Background: an optimization exercise with open tools, aiming at small area, a short achievable clock period and few clock cycles per item. Do not read the settings as production practice. No functional check of the RTL was part of any run shown here.

$ cat config.mk
export PLATFORM = sky130hd
export DESIGN_NAME = requant_pack
export DESIGN_NICKNAME = requant_pack
export VERILOG_FILES = /design/flow/design.v
export SDC_FILE = /design/flow/constraint.sdc
export NUM_CORES = 4
export LEC_CHECK = 0
export CAP_MARGIN = 20
export CORE_MARGIN = 2
export CORE_UTILIZATION = 40
export SLEW_MARGIN = 20
$ cat constraint.sdc
create_clock -name core_clock -period 10.0 [get_ports {ACLK}]
set_input_delay 2.0000 -clock core_clock [delete_from_list [all_inputs] [get_ports {ACLK}]]
set_output_delay 2.0000 -clock core_clock [all_outputs]
set_load 0.01 [all_outputs]
$ cat design.v
module requant_pack #(
  parameter int MULT_W = 16,
  parameter int LANES  = 4
) (
  input  logic              ACLK,
  input  logic              ARESETN,
  input  logic [31:0]       SD_AXIS_TDATA,
  input  logic              SD_AXIS_TVALID,
  input  logic              SD_AXIS_TLAST,
  output logic              SD_AXIS_TREADY,
  input  logic [MULT_W-1:0] CFG_MULT,
  input  logic [4:0]        CFG_SHIFT,
  input  logic [7:0]        CFG_ZP,
  output logic [31:0]       MO_AXIS_TDATA,
  output logic [3:0]        MO_AXIS_TKEEP,
  output logic              MO_AXIS_TLAST,
  output logic              MO_AXIS_TVALID,
  input  logic              MO_AXIS_TREADY
);
  logic [7:0] one_q, two_q, neg_q;
  logic       top_q;           
  logic [4:0] sh_q;
  logic [7:0] zp_q;
  logic [17:0] mx;
  assign mx = {2'b00, CFG_MULT, 1'b0};
  always_ff @(posedge ACLK) begin
    for (int j = 0; j < 8; j++) begin
      one_q[j] <= mx[2*j+1] ^ mx[2*j];
      two_q[j] <= (mx[2*j+2] & ~mx[2*j+1] & ~mx[2*j]) | (~mx[2*j+2] & mx[2*j+1] & mx[2*j]);
      neg_q[j] <= mx[2*j+2] & ~(mx[2*j+1] & mx[2*j]);
    end
    top_q <= CFG_MULT[15];
    sh_q  <= CFG_SHIFT;
    zp_q  <= CFG_ZP;
  end
  logic       in_xfer;
  logic [1:0] cred_q;          
  logic       pack;            
  assign SD_AXIS_TREADY = (cred_q != 2'd3);
  assign in_xfer        = SD_AXIS_TVALID && SD_AXIS_TREADY;
  always_ff @(posedge ACLK or negedge ARESETN) begin
    if (!ARESETN) cred_q <= 2'd0;
    else          cred_q <= cred_q + {1'b0, in_xfer} - {1'b0, pack};
  end
  logic [31:0] a_q;
  logic        v1_q, l1_q;
  always_ff @(posedge ACLK) begin
    a_q  <= SD_AXIS_TDATA;
    l1_q <= SD_AXIS_TLAST;
  end
  logic [33:0] ax;
  logic [33:0] zr [8];
  logic [47:0] negk;
  logic [47:0] prod;
  assign ax = {{2{a_q[31]}}, a_q};
  always_comb begin
    negk = 48'hD556_0000_0000;      
    for (int j = 0; j < 8; j++) begin
      for (int i = 0; i < 34; i++) begin
        zr[j][i] = ((one_q[j] & ax[i]) | (two_q[j] & (i > 0 ? ax[i-1] : 1'b0))) ^ neg_q[j];
      end
      zr[j][33] = ~zr[j][33];
      negk[2*j] = neg_q[j];
    end
  end
  logic [31:0] z8;
  assign z8 = {~(a_q[31] & top_q), a_q[30:0] & {31{top_q}}};
  assign prod = {14'd0, zr[0]}
              + {12'd0, zr[1],  2'd0}
              + {10'd0, zr[2],  4'd0}
              + { 8'd0, zr[3],  6'd0}
              + { 6'd0, zr[4],  8'd0}
              + { 4'd0, zr[5], 10'd0}
              + { 2'd0, zr[6], 12'd0}
              + {       zr[7], 14'd0}
              + {       z8,    16'd0}
              + negk;
  logic [47:0] p_q;
  logic        v2_q, l2_q;
  always_ff @(posedge ACLK) begin
    p_q  <= prod;
    l2_q <= l1_q;
  end
  always_ff @(posedge ACLK or negedge ARESETN) begin
    if (!ARESETN) begin
      v1_q <= 1'b0;
      v2_q <= 1'b0;
    end else begin
      v1_q <= in_xfer;
      v2_q <= v1_q;
    end
  end
  logic [48:0] px;
  logic [9:0]  win;            
  logic        ovf;
  logic [9:0]  v;
  logic [7:0]  q;
  assign px = {p_q, 1'b0};
  always_comb begin
    win = 10'(px >> sh_q);
    ovf = 1'b0;
    for (int i = 8; i < 47; i++) begin
      if (i >= 39 || 5'(i - 8) >= sh_q) ovf = ovf | (p_q[i] ^ p_q[47]);
    end
    v = {win[9], win[9:1]} + {{2{zp_q[7]}}, zp_q} + {9'd0, win[0]};
    if (ovf)                        q = p_q[47] ? 8'h80 : 8'h7F;
    else if (!v[9] && v[8:7] != 2'b00) q = 8'h7F;
    else if (v[9] && v[8:7] != 2'b11)  q = 8'h80;
    else                            q = v[7:0];
  end
  logic [8:0] fifo_q [3];
  logic [1:0] wp_q, rp_q, fcnt_q;
  logic       can_pack, fifo_push, fifo_pop;
  logic [7:0] pq;
  logic       pl;
  assign can_pack  = !MO_AXIS_TVALID || MO_AXIS_TREADY;
  assign fifo_pop  = can_pack && (fcnt_q != 2'd0);
  assign fifo_push = v2_q && !(can_pack && (fcnt_q == 2'd0));
  assign pack      = can_pack && ((fcnt_q != 2'd0) || v2_q);
  assign {pl, pq}  = (fcnt_q != 2'd0) ? fifo_q[rp_q] : {l2_q, q};
  always_ff @(posedge ACLK) begin
    if (fifo_push) fifo_q[wp_q] <= {l2_q, q};
  end
  always_ff @(posedge ACLK or negedge ARESETN) begin
    if (!ARESETN) begin
      wp_q   <= 2'd0;
      rp_q   <= 2'd0;
      fcnt_q <= 2'd0;
    end else begin
      if (fifo_push) wp_q <= (wp_q == 2'd2) ? 2'd0 : wp_q + 2'd1;
      if (fifo_pop)  rp_q <= (rp_q == 2'd2) ? 2'd0 : rp_q + 2'd1;
      fcnt_q <= fcnt_q + {1'b0, fifo_push} - {1'b0, fifo_pop};
    end
  end
  logic [31:0] tdata_q;
  logic [3:1]  tkeep_q;
  logic        tlast_q, tvalid_q;
  logic [1:0]  lane_q;
  logic        done;
  assign done = (lane_q == 2'd3) || pl;
  always_ff @(posedge ACLK) begin
    if (pack) begin
      for (int k = 0; k < 4; k++) begin
        if (lane_q == 2'(k))     tdata_q[8*k +: 8] <= pq;
        else if (lane_q < 2'(k)) tdata_q[8*k +: 8] <= 8'd0;
      end
      for (int k = 1; k < 4; k++) tkeep_q[k] <= (lane_q >= 2'(k));
      tlast_q <= pl;
    end
  end
  always_ff @(posedge ACLK or negedge ARESETN) begin
    if (!ARESETN) begin
      lane_q   <= 2'd0;
      tvalid_q <= 1'b0;
    end else begin
      if (pack) begin
        lane_q   <= done ? 2'd0 : lane_q + 2'd1;
        tvalid_q <= done;
      end else if (MO_AXIS_TREADY) begin
        tvalid_q <= 1'b0;
      end
    end
  end
  assign MO_AXIS_TDATA  = tdata_q;
  assign MO_AXIS_TKEEP  = {tkeep_q, 1'b1};
  assign MO_AXIS_TLAST  = tlast_q;
  assign MO_AXIS_TVALID = tvalid_q;
endmodule
$ cat run.sh
#!/bin/bash
# synth_recipe.tcl (not shown) runs the flow's synth.tcl, then flattens the netlist and writes it again
# the make line also repeats each setting of config.mk as NAME=value (left out here)
make -C /OpenROAD-flow-scripts/flow DESIGN_CONFIG=/design/flow/config.mk WORK_HOME=/design/flow/orfs CLKGATE_MAP_FILE= SYNTH_SCRIPT=/design/flow/synth_recipe.tcl finish
==> summary.txt, run 1 <==
STA
  • Final min period: between 6000 and 7000 ps
  • Final period util: 66.0%
  • Slew Limit Headroom: roughly 33%
  • Fmax: 152 MHz
  • Worst slew pin tran: roughly 1000 ps
  • Max-slew violations: 0
  • Layout Skew: around 25 ps
  • Hold Vio Cnt, Final: 0
  • Worst hold margin: ~330 ps
  • Setup violators final: 0
  • RSZ-0062 raised after global routing: false
  • Setup TNS: 0 ps

Critical path
  • Most frequent CP cell: fa_1
  • Worst EP arrival: approximately 7000 ps
  • CP Capture Type: flip-flop
  • Worst path slowest cell: dfxtp_1
  • Type of the worst setup path: reg -> reg
  • Max stage delay on crit path: just under 1000 ps
  • Worst Setup Start Kind: flip-flop
  • CP delay by family, top: adder cells
  • Buf+Inv Stages, Crit Path: 0
  • Cell chain of the critical path: a22oi_1 > xnor2_1 > fa_1 > fa_1 > fa_1 > fa_1 > ha_1 > ha_1 > nand3_1 > nor2_1 > a211oi_1 > o31ai_1 > o21ai_0 > o21ai_1 > a311oi_1 > o221ai_1 > xnor2_1
  • Worst Path Max Fanout: 17
  • WP data required: slightly above 10000 ps

Global route
  • Gr ovfl total: 0
  • Vias in the first global route: 17100
  • Initial antenna violation count: 0
  • Largest net degree at the start of global routing: 60
  • First-pass GRT wire length: ~97 mm
  • GR Util All Layers: roughly 22%

Detailed routing
  • DR iter-0 viols: around 1800
  • DRT antenna net count: 0
  • DR vias: approximately 17000
  • Vias per cell: about 5.8
  • DRC: 0
  • Overall routed net length: just over 60 mm
  • DRT Pass-1 Iters: 6
  • Wire per inst: roughly 21 um

Synth
  • Synth top area share: 20.0%
  • Cell count after synthesis: 2251
  • Seq/Total Area, Yosys: 21.2%
  • Syn nets: roughly 2700
  • Post-synthesis register bit count: about 200
  • Post-synthesis area per instance: 9.69 um2
  • Async set-reset flop share out of synthesis: 6.63%
  • Synth cell types: 82
  • Area contributors post-synth: fa_1, dfxtp_1, xnor2_1
  • Synth Warn #: 2
  • EDFF count, synth: 63
  • Yosys top cell by area: fa_1
  • Mapped cell area: 21800 um2
  • Top FF cell, synth: dfxtp_1

Placement
  • Detail Placement HPWL: 43.4 mm
  • DP Area: ~23000 um2
  • I/O Buffers: about 100
  • Routability cong.: around 0.89

Die
  • Row cnt: between 80 and 90
  • DIE AREA: 56400 um2
  • IO Pins: roughly 110
  • Initial Util: between 40% and 50%
  • Chip height: between 200 and 250 um
  • Horiz. Die Dim: between 200 and 250 um
  • Placeable Area: approximately 54000 um2

Finish
  • Final antenna diode count: 0
  • Synth-to-Final Area Change: 9.02%
  • FILL cells: between 5000 and 6000
  • Share of cells above drive strength 1: around 5.7%
  • Post-route cell area: roughly 24000 um2
  • Final Net Count: 2642

Clock tree
  • Clock Path Buffers: 2
  • CTS Root Cell: clkbuf_16
  • CTS sink cnt: about 200
  • H-Tree Level Count: 4
  • CTS hold repair buffers: 0
  • Skew-Pair Late Insertion Delay: 490 ps
  • CTS buffer count: 17
  • Clock Pin Slew Worst Setup and Hold Paths: 80 ps
  • # Post-CTS Setup Buffers: 0
  • CTS tree: done
  • Resize count post-CTS: 0

Status
  • Status: no timing/DRC/antenna violations

Flow run
  • MaxCap Viol Count: 0

Hold path
  • Hold Crit Class: reg -> reg
==> worst register-to-register path: stages (launching register included) <==
cell      delay, ps
dfxtp_1         970
a22oi_1         240
xnor2_1         370
fa_1            530
fa_1            530
fa_1            520
fa_1            520
ha_1            320
ha_1            350
nand3_1         130
nor2_1           80
a211oi_1        420
o31ai_1         180
o21ai_0         360
o21ai_1         190
a311oi_1        440
o221ai_1        190
xnor2_1         160
==> kinds of logic after synthesis <==
kind of cell | share of synthesized area, %
AOI/OAI and AO/OA | 17.7
other | 0.0172
muxes | 4.55
buffers and inverters | 7.11
DFF | 21.2
xor gates and xnor gates | 12.8
and+or+nand+nor | 7.64
adders and majority gates | 29.0
==> placed cells by master (no fill, tap or decap), types with 27 or more instances in the layout <==
cell type,count
fa_1,218
a22oi_1,251
xnor2_1,246
xor2_1,73
nor2_1,65
mux2i_1,43
o21ai_0,77
ha_1,156
edfxtp_1,63
dfxtp_1,111
clkdlybuf4s50_1,103
a21oi_1,67
nand2_1,127
buf_4,27
inv_1,194
==> state kept, by name (all words and copies together) (netlist names), 5 cells and up <==
name,count
zp_q,8
neg_q,8
one_q,8
p_q,48
sh_q,5
fifo_q,27
a_q,32
two_q,8
tdata_q,32
==> cell type report <==
| class | count | area [um2] | area share, % |
|---|---|---|---|
| multi-input cells | 1659 | 15700 | 65.8 |
| flip-flops and latches | 196 | 4630 | 19.5 |
| repair buffers | 130 | 1230 | 5.19 |
| well taps | 696 | 871 | 3.66 |
| inverters | 198 | 743 | 3.12 |
| clock buffers | 17 | 425 | 1.79 |
| clock inverters | 15 | 218 | 0.915 |
==> stage by stage <==
step	setup WS (ps)	utilization (%)	std cells
floorplan	3760	-	2251
finish	3400	44.1	2911
global route	3010	44.1	2911
CTS	3440	44.1	2911
global placement	3490	42.9	2879
detailed placement	3480	42.9	2879
==> per-layer routing <==
metal / GRT usage [%] / up-vias / share of wire (%)
met4: 7.64 / 0 / 2.6
li1: - / 7659 / -
met1: 29.4 / 8324 / 44
met3: 4.33 / 102 / 7.6
met2: 35.4 / 710 / 46
met5: 0 / - / 0
==> path summary, 6_finish.rpt <==
check | start | to | slack (ps) | cells past startpoint
max in group asynchronous | ARESETN | wp_q[1] | 7690 | 1
min | l1_q | l2_q | 330 | 0
min reg2reg | l1_q | l2_q | 330 | 0
max reg2reg | a_q[11] | p_q[32] | 3400 | 17
min in group asynchronous | ARESETN | lane_q[1] | 1890 | 1
max | a_q[11] | p_q[32] | 3400 | 17
==> synth_stat cells (14+ instances only) <==
master and number:
nor2b_1 23, a22oi_1 251, dfxtp_1 120, nand3_1 15
edfxtp_1 63, clkbuf_1 157, ha_1 156, nor2_1 65
xor2_1 73, mux4_2 18, nand2_1 127, mux2_2 14
o21ai_0 77, fa_1 218, mux2i_1 43, a21o_1 22
nand2b_1 22, xnor2_1 246, buf_1 20, inv_1 194
and2_1 26, a21oi_1 67, a211oi_1 16
==> run 2, diff against run 1 <==
--- a/config.mk
+++ b/config.mk
@@ -10,2 +10,3 @@
 export CORE_UTILIZATION = 40
+export SETUP_SLACK_MARGIN = 5
 export SLEW_MARGIN = 20
==> summary.txt, run 2 <==
STA
  • Final period util: 55.1% (-11 points)
  • Setup violators final: 0 (unchanged)
  • Worst hold margin: 349 ps (+14.1 ps)
  • Hold Vio Cnt, Final: 0 (unchanged)
  • Final min period: 5510 ps (-1080 ps)
  • Worst slew pin tran: 917 ps (-86.5 ps)
  • RSZ-0062 raised after global routing: true
  • Fmax: 181 MHz (+20%)
  • Max-slew violations: 0 (unchanged)
  • Layout Skew: 15.5 ps (-9.65 ps)
  • Slew Limit Headroom: 38.6% (+5.6 points)
  • Setup TNS: 0 ps (unchanged)

Critical path
  • Worst Path Max Fanout: 6 (-11)
  • Worst EP arrival: 5930 ps (-1030 ps)
  • WP data required: 10420 ps (+60 ps)
  • Type of the worst setup path: reg -> reg
  • Worst path slowest cell: fa_2
  • CP Capture Type: flip-flop
  • Buf+Inv Stages, Crit Path: 3 (+3)
  • Max stage delay on crit path: 610 ps (-360 ps)
  • Cell chain of the critical path: buf_16 > buf_12 > a22oi_2 > xnor2_1 > fa_1 > fa_2 > fa_2 > fa_2 > ha_4 > ha_4 > nand3_4 > nor2_4 > a2111oi_4 > buf_4 > nor3_4 > or3_4 > a31o_4 > a21boi_2 > xnor2_1
  • CP delay by family, top: adder cells
  • Most frequent CP cell: fa_2
  • Worst Setup Start Kind: flip-flop

Finish
  • Commonest non-fill, non-tap cell in the layout: xnor2_1
  • Multi-input gate area: 17300 um2 (+11%)
  • FILL cells: 4610 (-9.9%)
  • Share of cells above drive strength 1: 24.5% (+19 points)
  • Final antenna diode count: 0 (unchanged)
  • Register area: 4820 um2 (+4.1%)
  • Largest register by flop count: p_q
  • Commonest non-fill, non-tap cells in the layout: xnor2_1, fa_1, inv_1, a22oi_1, buf_4
  • Layout Utilization: 52.0% (+7.9 points)
  • Max FFs per register: 48 (unchanged)
  • Largest registers: p_q x48, a_q x32, tdata_q x32
  • Post-route cell area: 28000 um2 (+18%)
  • Final Net Count: 2819 (+6.7%)
  • Synth-to-Final Area Change: 28.5%

Detailed routing
  • Wire per inst: 23.3 um (+9.6%)
  • DR vias: 18300 (+8.8%)
  • Overall routed net length: 71.8 mm (+16%)
  • Vias per cell: 5.92 (+2.5%)
  • DRC: 0 (unchanged)
  • DRT Pass-1 Iters: 6 (unchanged)
  • DR iter-0 viols: 1715 (-5.5%)
  • DRT antenna net count: 0 (unchanged)

Flow run
  • MaxCap Viol Count: 0 (unchanged)

Synth
  • Xor/xnor share of the synthesized area: 12.8% (unchanged)
  • Mapped cell area: 21800 um2 (unchanged)
  • Largest family of logic cells by synthesized area: adder cells
  • EDFF count, synth: 63 (unchanged)
  • Yosys top cell by area: fa_1
  • Mux cell area share after synthesis: 4.55% (unchanged)
  • Synth Area in Compound Gates: 17.7% (unchanged)
  • Post-synthesis register bit count: 196 (unchanged)
  • Post-Synth Adder-Cell Area: 29.0% (unchanged)
  • Simple-gate portion of the synthesized area: 7.64% (unchanged)
  • Async set-reset flop share out of synthesis: 6.63% (unchanged)
  • Top FF cell, synth: dfxtp_1
  • Post-synthesis area per instance: 9.69 um2 (unchanged)
  • Synth top area share: 20.0% (unchanged)
  • Seq/Total Area, Yosys: 21.2% (unchanged)
  • Synth cell types: 82 (unchanged)
  • Most common cell in the netlist: a22oi_1
  • Area contributors post-synth: fa_1, dfxtp_1, xnor2_1
  • Syn nets: 2691 (unchanged)
  • Synth Warn #: 2 (unchanged)
  • Cell count after synthesis: 2251 (unchanged)
  • Top cells by count, synth: a22oi_1, xnor2_1, fa_1, inv_1, clkbuf_1

Die
  • Initial Util: 40.5% (unchanged)
  • DIE AREA: 56400 um2 (unchanged)
  • Chip height: 238 um (unchanged)
  • Horiz. Die Dim: 238 um (unchanged)
  • IO Pins: 105 (unchanged)
  • Row cnt: 85 (unchanged)
  • Placeable Area: 53900 um2 (unchanged)

Clock tree
  • Clock Path Buffers: 2 (unchanged)
  • CTS sink cnt: 196 (unchanged)
  • CTS tree: done
  • H-Tree Level Count: 4 (unchanged)
  • CTS hold repair buffers: 0 (unchanged)
  • Clock Pin Slew Worst Setup and Hold Paths: 80 ps (about the same)
  • CTS Root Cell: clkbuf_16
  • Skew-Pair Late Insertion Delay: 500 ps (about the same)
  • CTS buffer count: 17 (unchanged)

Global route
  • Initial antenna violation count: 0 (unchanged)
  • Largest net degree at the start of global routing: 60 (unchanged)
  • Gr ovfl total: 0 (unchanged)
  • First-pass GRT wire length: 109 mm (+12%)
  • Vias in the first global route: 18800 (+9.7%)
  • GR Util All Layers: 25.1% (+3.2 points)

Hold path
  • Hold Crit Class: reg -> reg

Placement
  • DP Area: 23600 um2 (+2.1%)
  • Detail Placement HPWL: 43.1 mm (-0.77%)
  • I/O Buffers: 103 (unchanged)
  • Routability cong.: 0.881 (-1.5%)

Status
  • Status: no timing/DRC/antenna violations
[run 2: cell counts after synthesis]
Identical to the previous run, type by type.
[run 2: worst paths after layout]
| path | to | cells past startpoint | slack [ps] | startpoint |
|---|---|---|---|---|
| hold / removal | l2_q | 0 | 350 | l1_q |
| setup reg to reg | p_q[42] | 19 | 4490 | one_q[0] |
| max in group asynchronous | wp_q[0] | 1 | 7740 | ARESETN |
| hold reg to reg | l2_q | 0 | 350 | l1_q |
| setup / recovery | p_q[42] | 19 | 4490 | one_q[0] |
| min in group asynchronous | tvalid_q | 1 | 1880 | ARESETN |
[run 2: timing repair]
action,in CTS,in global routing
endpoints found under the setup margin,83,78
resized for setup,270,100
pin swaps,91,85
cloned,13,3
setup buffers,106,60
[run 2: cell families after synthesis]
logic type | count (synthesis)
AOI/OAI and AO/OA | 548
xor gates and xnor gates | 319
adders and majority gates | 375
buffers and inverters | 396
DFF | 196
muxes | 75
other | 1
and+or+nand+nor | 341
[run 2: routing by layer]
layer	track usage, %	up-vias	wire length, um
met1	31.4	8921	28200
met5	0.346	-	0
met2	40.2	1014	32500
met4	14.8	0	4760
li1	-	8047	-
met3	5.18	288	6370
[run 2: area by class of cell]
class	instances	area share, %
repair inverters	1	0.0268
repair buffers	306	12.9
inverters	198	2.75
flip-flops and latches	196	17.2
well taps	696	3.11
clock buffers	17	1.52
clock inverters	15	0.741
multi-input cells	1659	61.8
[run 2: metrics by stage]
step,setup slack [ps],std cells
floorplan,4890,2251
global placement,3590,2873
detailed placement,3530,2874
CTS,4600,3025
global route,4380,3088
finish,4490,3088

-- port drivers added, routing unchanged --
The flow's constraints put no driver on any port. The routed layouts listed below were extracted and timed again, unchanged, in two steps. Step 1 sets driving cells, clkbuf_16 on the clock port and buf_2 on the other inputs (assumed; they add their load-dependent delay and slew). Step 2, shift: input delay + t, output delay - t, t = (earliest + latest rising clock arrival at the registers) / 2. This alone moves slack from input paths to output paths. Slacks: ideal ports / drivers / drivers and shift; pairs: ideal ports / drivers.
run	shift t [ns]	setup WS [ns]	hold slack, ns
run 1	0.530	3.404 / 3.404 / 3.404	0.335 / 0.335 / 0.335
run 2	0.546	4.488 / 4.488 / 4.488	0.349 / 0.349 / 0.349
After both steps setup and hold are still met in every run listed.
